From an optimization exercise on the open Yosys and OpenROAD flow, aimed at small area; shortcuts taken in it are not production practice. At most, simulation tests tie the RTL to the original design; equivalence was not proved. Power is estimated from default activity; no workload was simulated.

run 1:
==> flow/design.v (excerpt) <==
module pusher_top (
    input  logic          clk,
    input  logic          rst_ff,
    input  logic          valid,
    input  logic          noop,
    input  logic [47:0]   particle_in,
    input  logic [191:0]  phi_in,
    output logic          valid_req,
    output logic [255:0]  raddr,
    output logic          valid_out,
    output logic [47:0]   particle_out,
    output logic          done
);
For scale: roughly 1500 cells after synthesis, roughly 560 flip-flops.
Settings: LEC_CHECK=0, CAP_MARGIN=20, CORE_MARGIN=2, CORE_UTILIZATION=70, PLACE_DENSITY=0.85, SLEW_MARGIN=20, SYNTH_HIERARCHICAL=1, SYNTH_MINIMUM_KEEP_SIZE=0; clock period 5.0 ns.
standard.sh (not shown) runs the stock make flow with config.mk's settings and CLKGATE_MAP_FILE= SYNTH_SCRIPT=/design/flow/synth_recipe.tcl, a recipe that flattens the netlist after the stock synthesis.
==> flow/flow/run.sh <==
#!/bin/bash
# The standard layout, with the smallest buffer on the ports and a clock tree of few, large buffers.
set -euo pipefail
export BUFFER_PORTS_ARGS="-buffer_cell sky130_fd_sc_hd__buf_1"
export CTS_ARGS="-sink_clustering_enable -repair_clock_nets -sink_clustering_size 20 -sink_clustering_max_diameter 50 -buf_list sky130_fd_sc_hd__clkbuf_8 -dont_use_dummy_load"
bash standard.sh > make_finish.log 2>&1
Run 1 completed every stage of the flow, and the final layout passed the timing, DRC and antenna checks.
diff inputs: run 1 => run 2
# run 1
export LEC_CHECK = 0
export CAP_MARGIN = 20
export CORE_MARGIN = 2
export CORE_UTILIZATION = 70
export PLACE_DENSITY = 0.85
export SLEW_MARGIN = 20
export SYNTH_HIERARCHICAL = 1
export SYNTH_MINIMUM_KEEP_SIZE = 0
create_clock -name core_clock -period 5.0 [get_ports {clk}]
# run 2
export LEC_CHECK = 0
export CAP_MARGIN = 20
export CORE_MARGIN = 2
export CORE_UTILIZATION = 65
export PLACE_DENSITY = 0.75
export SLEW_MARGIN = 20
export SYNTH_HIERARCHICAL = 1
export SYNTH_MINIMUM_KEEP_SIZE = 0
create_clock -name core_clock -period 5.0 [get_ports {clk}]
--- a/flow/flow/run.sh
+++ b/flow/flow/run.sh
@@ -5 +5 @@
-export CTS_ARGS="-sink_clustering_enable -repair_clock_nets -sink_clustering_size 20 -sink_clustering_max_diameter 50 -buf_list sky130_fd_sc_hd__clkbuf_8 -dont_use_dummy_load"
+export CTS_ARGS="-sink_clustering_enable -repair_clock_nets -sink_clustering_size 14 -sink_clustering_max_diameter 40 -buf_list sky130_fd_sc_hd__clkbuf_8 -dont_use_dummy_load"
Notes after the runs:
- Every stage of the flow completed for run 2, and the final layout passed the timing, DRC and antenna checks.
- Compared with run 1, run 2 shows a lower core utilization.
- Re combined global-route utilization of all metal layers: run 1 and run 2 aren't equal, and the higher value belongs to run 1.
- Changes observed in run 2 relative to run 1: fraction of area in registers fell by 0.50 points, worst setup slack after layout fell by 0.057 ns.
- Run 1 → run 2: worst reg-to-reg setup slack now sits lower, detailed-route wire length shrank by 0.86%, design area rose by 210 sq um.
- Changes observed in run 2 relative to run 1: total die area saw an increase, hold slack up 0.0060 ns.
No run of this note included a check of the RTL's function; only the layout flow was run.

========
Starting RTL as in the previous note.
clock: 5.0 ns
lec_check: 0
cap_margin: 20
core_margin: 2
core_utilization: 65
place_density: 0.75
slew_margin: 20
synth_hierarchical: 1
synth_minimum_keep_size: 0
==> flow/flow/run.sh <==
#!/bin/bash
# The standard layout, with the smallest buffer on the ports and a clock tree of few, large buffers.
set -euo pipefail
export BUFFER_PORTS_ARGS="-buffer_cell sky130_fd_sc_hd__buf_1"
export CTS_ARGS="-sink_clustering_enable -repair_clock_nets -sink_clustering_size 18 -sink_clustering_max_diameter 50 -buf_list sky130_fd_sc_hd__clkbuf_8 -dont_use_dummy_load"
bash standard.sh > make_finish.log 2>&1
The first run passed the timing, DRC and antenna checks.
Then changed:
==> flow/flow/run.sh (replaced) <==
#!/bin/bash
# The standard layout, with the smallest buffer on the ports and a clock tree of few, large buffers.
set -euo pipefail
export BUFFER_PORTS_ARGS="-buffer_cell sky130_fd_sc_hd__buf_1"
export CTS_ARGS="-sink_clustering_enable -repair_clock_nets -sink_clustering_size 20 -sink_clustering_max_diameter 50 -buf_list sky130_fd_sc_hd__clkbuf_16 -dont_use_dummy_load"
bash standard.sh > make_finish.log 2>&1
After rerunning: Design area grows by 1.9%; area after synthesis is unchanged; sequential share of layout area shrinks by 0.97 points; via count is about the same.
No functional check of the RTL was part of any run of this note.

========
pusher_top, a different RTL version from the one above (not shown whole).
Size in the first run: ~530 flip-flops, ~19000 sq um of cells after synthesis.
Settings: LEC_CHECK=0, CAP_MARGIN=20, CORE_MARGIN=2, CORE_UTILIZATION=70, PLACE_DENSITY=0.85, SLEW_MARGIN=20, SYNTH_HIERARCHICAL=1, SYNTH_MINIMUM_KEEP_SIZE=0; clock period 5.0 ns.
==> flow/flow/run.sh <==
#!/bin/bash
# The standard layout, with the smallest buffer on the ports and a clock tree of few, large buffers.
set -euo pipefail
export BUFFER_PORTS_ARGS="-buffer_cell sky130_fd_sc_hd__buf_1"
export CTS_ARGS="-sink_clustering_enable -repair_clock_nets -sink_clustering_size 20 -sink_clustering_max_diameter 50 -buf_list {sky130_fd_sc_hd__clkbuf_4 sky130_fd_sc_hd__clkbuf_8} -dont_use_dummy_load"
bash standard.sh > make_finish.log 2>&1
Change:
==> flow/flow/run.sh (replaced) <==
#!/bin/bash
# The standard layout, with the smallest buffer on the ports and a clock tree of few, large buffers.
set -euo pipefail
export BUFFER_PORTS_ARGS="-buffer_cell sky130_fd_sc_hd__buf_1"
export CTS_ARGS="-sink_clustering_enable -repair_clock_nets -sink_clustering_size 22 -sink_clustering_max_diameter 40 -buf_list sky130_fd_sc_hd__clkbuf_8 -dont_use_dummy_load"
bash standard.sh > make_finish.log 2>&1
What happened: The changed run completed with no timing, DRC or antenna violations. Power went up by 1.0%. First-iteration DRC count went down by 17%. Register-to-register slack hardly moves. Global-route usage is about the same. Design area went up by 0.32%. Non-clock buffer count is unchanged. Sequential power stays flat. Via count went down by 0.38%. Cell count hardly moves. Hold slack loses 0.053 ns.
Change:
==> flow/flow/run.sh (replaced) <==
#!/bin/bash
# The standard layout, with the smallest buffer on the ports and a clock tree of few, large buffers.
set -euo pipefail
export BUFFER_PORTS_ARGS="-buffer_cell sky130_fd_sc_hd__buf_1"
export CTS_ARGS="-sink_clustering_enable -repair_clock_nets -sink_clustering_size 20 -sink_clustering_max_diameter 50 -buf_list sky130_fd_sc_hd__clkbuf_8 -dont_use_dummy_load"
bash standard.sh > make_finish.log 2>&1
Effect:
- core utilization falls by 0.24 points
- via count rises by 0.39%
- fmax stays flat
- clock power shrinks by about 5%

-- separate check: timing with driven ports --
No port has a modelled driver above. Below, the same layouts with a new extraction and two added sets of constraints.
Step 1 sets driving cells, clkbuf_16 on the clock port and buf_2 on the other inputs (assumed; they add their load-dependent delay and slew).
Step 2 adds t to the input delays and takes it off the output delays; t is the mean of the earliest and latest rising clock arrival at the registers after step 1. Input paths then give back, and output paths get back, about the clock's delay inside the block.
Slacks: ideal / step 1 / step 2; pairs: ideal / step 1.
run	shift t [ns]	setup WS [ns]	cell pins on the clock port's net
run 1	0.565	1.133 / 1.133 / 1.119	1
run 2	0.597	1.076 / 1.076 / 1.076	1
the first run of note 2	0.585	1.107 / 1.107 / 1.107	1
the second run of note 2	0.552	1.122 / 1.122 / 1.102	1
the first run of note 3	0.569	0.144 / 0.100 / -0.070	1
the second run of note 3	0.576	0.137 / 0.091 / -0.076	1
the third run of note 3	0.569	0.144 / 0.100 / -0.070	1
Met with ideal ports but missed after step 2: setup timing in the first run of note 3, the second run of note 3 and the third run of note 3.
